Context: an optimization exercise on an open-source flow, tuned for small area. The choices shown serve that exercise and are no tape-out recipe. Only simulation tests tie the RTL to the original design; equivalence was not proved. No driver is modelled on the clock port, so clocking that relies on it looks cheaper here than on a real chip.

## old
==> flow/design.v <==
package demosaic_frame_pkg;
    localparam int FRAME_WIDTH      = 16;    
    localparam int FRAME_HEIGHT     = 10;    
    localparam int MIN_HBLANK       = 4;     
    localparam int MIN_VBLANK_LINES = 3;     
    typedef enum logic [1:0] {
        RGGB = 2'd0,
        GRBG = 2'd1,
        GBRG = 2'd2,
        BGGR = 2'd3
    } bayer_pattern_e;
    localparam bayer_pattern_e BAYER_PATTERN = RGGB;
    localparam int WINDOW_LATENCY = 1;   
    localparam int PIPE_LATENCY   = 5;   
    typedef logic [$clog2(FRAME_HEIGHT + 2)-1:0] row_cnt_t;   
    typedef logic [$clog2(FRAME_WIDTH + 2)-1:0]  col_cnt_t;   
    typedef logic [$clog2(FRAME_WIDTH)-1:0]      col_addr_t;  
endpackage
package demosaic_pixel_pkg;
    localparam int PIX_BITS = 8;
    typedef logic [PIX_BITS-1:0]    pix_t;
    typedef logic [PIX_BITS+1:0]    pix_sum_t;    
    typedef logic [4*PIX_BITS-1:0]  quad_pix_t;   
    typedef logic [25*PIX_BITS-1:0] window_t;     
    typedef enum logic [1:0] {
        SITE_R  = 2'd0,
        SITE_GR = 2'd1,    
        SITE_GB = 2'd2,    
        SITE_B  = 2'd3
    } site_e;
    function automatic logic [PIX_BITS-1:0] quad_pix(input quad_pix_t q, input integer k);
        quad_pix = q[k*PIX_BITS +: PIX_BITS];
    endfunction
    function automatic logic [PIX_BITS-1:0] avg2(input pix_t a, input pix_t b);
        pix_sum_t s;
        s = pix_sum_t'(a) + pix_sum_t'(b);
        avg2 = s[PIX_BITS:1];               
    endfunction
    function automatic logic [PIX_BITS-1:0] avg4(input quad_pix_t q);
        pix_sum_t s;
        s = pix_sum_t'(quad_pix(q, 0)) + pix_sum_t'(quad_pix(q, 1))
          + pix_sum_t'(quad_pix(q, 2)) + pix_sum_t'(quad_pix(q, 3));
        avg4 = s[PIX_BITS+1:2];             
    endfunction
endpackage
`timescale 1ns/1ps
module isp_demosaic (
    input  logic pclk,
    input  logic rst_n,
    input  logic in_vsync,
    input  logic in_href,
    input  demosaic_pixel_pkg::pix_t in_raw,
    output logic out_href,
    output logic out_vsync,
    output demosaic_pixel_pkg::pix_t out_r,
    output demosaic_pixel_pkg::pix_t out_g,
    output demosaic_pixel_pkg::pix_t out_b
);
localparam int D  = 5;     
localparam int SR = 48;    
localparam int GF = 8;     
function automatic logic [8:0] add8(input logic [7:0] a, input logic [7:0] b, input logic cin);
    logic c;
    c = cin;
    for (int i = 0; i < 8; i++) begin
        add8[i] = a[i] ^ b[i] ^ c;
        c = (a[i] & b[i]) | (a[i] & c) | (b[i] & c);
    end
    add8[8] = c;
endfunction
function automatic logic [9:0] add9(input logic [8:0] a, input logic [8:0] b, input logic cin);
    logic c;
    c = cin;
    for (int i = 0; i < 9; i++) begin
        add9[i] = a[i] ^ b[i] ^ c;
        c = (a[i] & b[i]) | (a[i] & c) | (b[i] & c);
    end
    add9[9] = c;
endfunction
function automatic logic [10:0] add10(input logic [9:0] a, input logic [9:0] b, input logic cin);
    logic c;
    c = cin;
    for (int i = 0; i < 10; i++) begin
        add10[i] = a[i] ^ b[i] ^ c;
        c = (a[i] & b[i]) | (a[i] & c) | (b[i] & c);
    end
    add10[10] = c;
endfunction
function automatic logic [17:0] gsel(input logic [7:0] l, input logic [7:0] r,
                                     input logic [7:0] u, input logic [7:0] d);
    logic [8:0] sh, sv, eh, ev;
    logic [7:0] dh, dv;
    logic       lt, gt;
    sh = add8(l, r, 1'b0);
    sv = add8(u, d, 1'b0);
    eh = add8(l, ~r, 1'b1);        
    ev = add8(u, ~d, 1'b1);
    dh = eh[8] ? eh[7:0] : -eh[7:0];
    dv = ev[8] ? ev[7:0] : -ev[7:0];
    lt = dh < dv;
    gt = dv < dh;
    gsel = {gt ? sv : sh, lt ? sh : sv};    
endfunction
function automatic logic [7:0] clamp_sub(input logic [8:0] p, input logic [7:0] m);
    logic [10:0] d;
    d = add10({1'b0, p}, {2'b11, ~m}, 1'b1);    
    clamp_sub = d[9] ? 8'h00 : d[8] ? 8'hff : d[7:0];
endfunction
logic [7:0] raw_d [1:D];
logic [D:1] hr_d;
logic [D:1] vs_d;
always_ff @(posedge pclk) begin
    raw_d[1] <= in_raw;
    for (int k = 2; k <= D; k++)
        raw_d[k] <= raw_d[k-1];
    hr_d <= {hr_d[D-1:1], in_href};
end
always_ff @(posedge pclk or negedge rst_n) begin
    if (!rst_n) begin
        vs_d      <= '0;
        out_vsync <= 1'b0;
    end else begin
        vs_d      <= {vs_d[D-1:1], in_vsync};
        out_vsync <= vs_d[D];
    end
end
logic       vsi, hri;
logic [7:0] rawi;
assign vsi  = vs_d[D];
assign hri  = hr_d[D];
assign rawi = raw_d[D];
logic       active;
logic [3:0] row_cnt;     
logic [4:0] col_cnt;     
logic       flush_row, line_end, slot, shift;
assign flush_row = row_cnt[3] & row_cnt[1];           
assign line_end  = col_cnt[4] & col_cnt[0];           
assign slot      = active & (hri | col_cnt[4] | flush_row);
assign shift     = slot & ~col_cnt[4];
logic       mcol;        
always_ff @(posedge pclk or negedge rst_n) begin
    if (!rst_n) begin
        active  <= 1'b0;
        row_cnt <= '0;
        col_cnt <= '0;
        mcol    <= 1'b0;
    end else if (vsi) begin
        active  <= 1'b1;
        row_cnt <= '0;
        col_cnt <= '0;
        mcol    <= 1'b0;
    end else if (slot) begin
        mcol <= mcol ^ ~line_end;
        if (line_end) begin
            col_cnt <= '0;
            if (row_cnt == 4'd11) begin
                row_cnt <= '0;
                active  <= 1'b0;
            end else
                row_cnt <= row_cnt + 1'b1;
        end else
            col_cnt <= col_cnt + 1'b1;
    end
end
logic [7:0] sr [1:SR];
logic [7:0] tap [0:SR];
always_ff @(posedge pclk) begin
    if (shift) begin
        sr[1] <= rawi;
        for (int k = 2; k <= SR; k++)
            sr[k] <= sr[k-1];
    end
end
always_comb begin
    tap[0] = rawi;
    for (int k = 1; k <= SR; k++)
        tap[k] = sr[k];
end
logic [7:0] up1;
always_ff @(posedge pclk)
    up1 <= tap[48];
logic [7:0] g_in [4];
logic [7:0] g_new, g_top;
logic [7:0] gf [1:GF];    
logic       gf_shift;
logic [8:0] v0, v1, v2, v3;   
logic [8:0] k0, k1, k2;       
logic [17:0] xy;
logic [9:0]  t4, cs_s;
logic [10:0] cs_c, tot;
always_comb begin
    if (mcol) begin       
        g_in[0] = tap[34]; g_in[1] = tap[32]; g_in[2] = up1;     g_in[3] = tap[17];
    end else begin        
        g_in[0] = tap[18]; g_in[1] = tap[16]; g_in[2] = tap[33]; g_in[3] = tap[1];
    end
    xy    = gsel(g_in[0], g_in[1], g_in[2], g_in[3]);
    g_top = gf[GF];
    t4 = mcol ? 10'd0 : {g_top, 2'b00};
    for (int i = 0; i < 10; i++) begin
        logic xi, yi;
        xi = (i < 9) ? xy[9 + i] : 1'b0;
        yi = (i < 9) ? xy[i] : 1'b0;
        cs_s[i]     = xi ^ yi ^ t4[i];
        cs_c[i + 1] = (xi & yi) | (xi & t4[i]) | (yi & t4[i]);
    end
    cs_c[0] = 1'b0;
    tot   = {1'b0, cs_s} + cs_c;
    v0    = tot[10:2];
    g_new = tot[9:2];
end
assign gf_shift = shift & mcol & (|col_cnt);
always_ff @(posedge pclk) begin
    if (gf_shift) begin
        gf[1] <= g_new;
        for (int k = 2; k <= GF; k++)
            gf[k] <= gf[k-1];
    end
end
assign k0 = mcol ? {1'b0, tap[33]} : add8(up1, tap[17], 1'b0);
logic [9:0] a0;
logic [7:0] rawc0, gc0;
logic [8:0] p0, q0, p1, q1;
always_comb begin
    rawc0 = line_end ? tap[33] : tap[34];    
    a0    = add9(k0, k2, 1'b0);              
    gc0   = mcol ? rawc0 : v1[7:0];          
    p0    = add8(gc0, mcol ? a0[8:1] : a0[9:2], 1'b0);
    q0    = add8(rawc0, k1[8:1], 1'b0);
end
always_ff @(posedge pclk) begin
    v1 <= v0;
    v2 <= v1;
    v3 <= v2;
    k1 <= k0;
    k2 <= k1;
    p1 <= p0;
    q1 <= q0;
end
logic       valid, border;
logic [1:0] site;         
logic       valid1, border1;
logic [1:0] site1;
logic [7:0] rawc1;
assign valid  = slot & (row_cnt >= 4'd2) & (col_cnt >= 5'd2);
assign border = (row_cnt < 4'd4) | flush_row | (col_cnt < 5'd4) | col_cnt[4];
assign site   = {row_cnt[0], col_cnt[0]};
always_ff @(posedge pclk or negedge rst_n) begin
    if (!rst_n)
        valid1 <= 1'b0;
    else
        valid1 <= valid;
end
always_ff @(posedge pclk) begin
    border1 <= border;
    site1   <= site;
    rawc1   <= rawc0;
end
logic       cgreen;
logic [7:0] g_c;
logic [9:0] w;
logic [7:0] ch1, ch2;
assign cgreen = site1[0] ^ site1[1];
always_comb begin
    w   = add9(v1, v3, 1'b0);                 
    g_c = cgreen ? rawc1 : v2[7:0];
    ch1 = clamp_sub(p1, cgreen ? w[8:1] : w[9:2]);
    ch2 = clamp_sub(q1, v2[8:1]);
end
assign out_href = valid1;
always_comb begin
    if (!valid1) begin
        out_r = '0;
        out_g = '0;
        out_b = '0;
    end else if (border1) begin
        out_r = rawc1;
        out_g = rawc1;
        out_b = rawc1;
    end else begin
        case (site1)
            2'd0: begin out_r = rawc1; out_g = g_c;   out_b = ch1;   end
            2'd1: begin out_r = ch1;   out_g = rawc1; out_b = ch2;   end
            2'd2: begin out_r = ch2;   out_g = rawc1; out_b = ch1;   end
            default: begin out_r = ch1; out_g = g_c;  out_b = rawc1; end
        endcase
    end
end
endmodule
export LEC_CHECK = 0
export CAP_MARGIN = 20
export CORE_MARGIN = 2
export CORE_UTILIZATION = 40
export CTS_BUF_LIST = sky130_fd_sc_hd__clkbuf_16
export CTS_CLUSTER_DIAMETER = 100
export CTS_CLUSTER_SIZE = 30
export SLEW_MARGIN = 20
create_clock -name core_clock -period 8.0 [get_ports {pclk}]
standard.sh (not shown) runs the stock make flow with config.mk's settings and CLKGATE_MAP_FILE= SYNTH_SCRIPT=/design/flow/synth_recipe.tcl, a recipe that flattens the netlist after the stock synthesis.
==> flow/flow/run.sh <==
#!/bin/bash
# Own flow: the standard layout (standard synthesis unchanged), with plain
# buf_1 cells as the port buffers and no dummy loads in the clock tree.
set -euo pipefail
bash standard.sh \
  "BUFFER_PORTS_ARGS=-buffer_cell sky130_fd_sc_hd__buf_1" \
  "CTS_ARGS=-sink_clustering_enable -repair_clock_nets -buf_list sky130_fd_sc_hd__clkbuf_16 -sink_clustering_size 30 -sink_clustering_max_diameter 100 -dont_use_dummy_load" \
  finish > standard.log 2>&1
old finished end to end and its layout was clean on timing, DRC and antenna.
Input changes introduced in new (baseline for comparison: old):
==> flow/run.sh (new file) <==
#!/bin/bash
# synth_recipe.tcl (not shown) runs the flow's synth.tcl, then flattens the netlist and writes it again
# the make line also repeats each setting of config.mk as NAME=value (left out here)
make -C /OpenROAD-flow-scripts/flow DESIGN_CONFIG=/design/flow/config.mk WORK_HOME=/design/flow/orfs CLKGATE_MAP_FILE= SYNTH_SCRIPT=/design/flow/synth_recipe.tcl finish
removed: flow/flow/run.sh
removed: flow/standard.sh
Results
Compared with old, the detailed router inserted more vias in new. new and old ended up with nearly the same first-pass GRT wire length. new: all stages complete, timing, DRC and antenna checks passed. Going from old to new, area after detailed placement grew slightly.

## what the ideal ports hide
No port has a modelled driver above. Below, the same layouts with a new extraction and two added sets of constraints. Step 1: set_driving_cell puts a clkbuf_16 on pclk and a buf_2 on each other input, an assumption about the parent block. Step 2 times the ports against the registers' clock, not the clock port: input delays grow and output delays shrink by t, the midpoint of the rising clock arrivals with the driver on. a / b / c = no drivers / after step 1 / after step 2; a / b = the first two.
run	shift t [ns]	slack for setup (ns)	hold WS [ns]
old	0.612	0.258 / 0.206 / 0.331	0.335 / 0.335 / 0.335
new	0.626	0.242 / 0.189 / 0.389	0.327 / 0.327 / 0.327
After both steps every run listed still meets setup and hold.
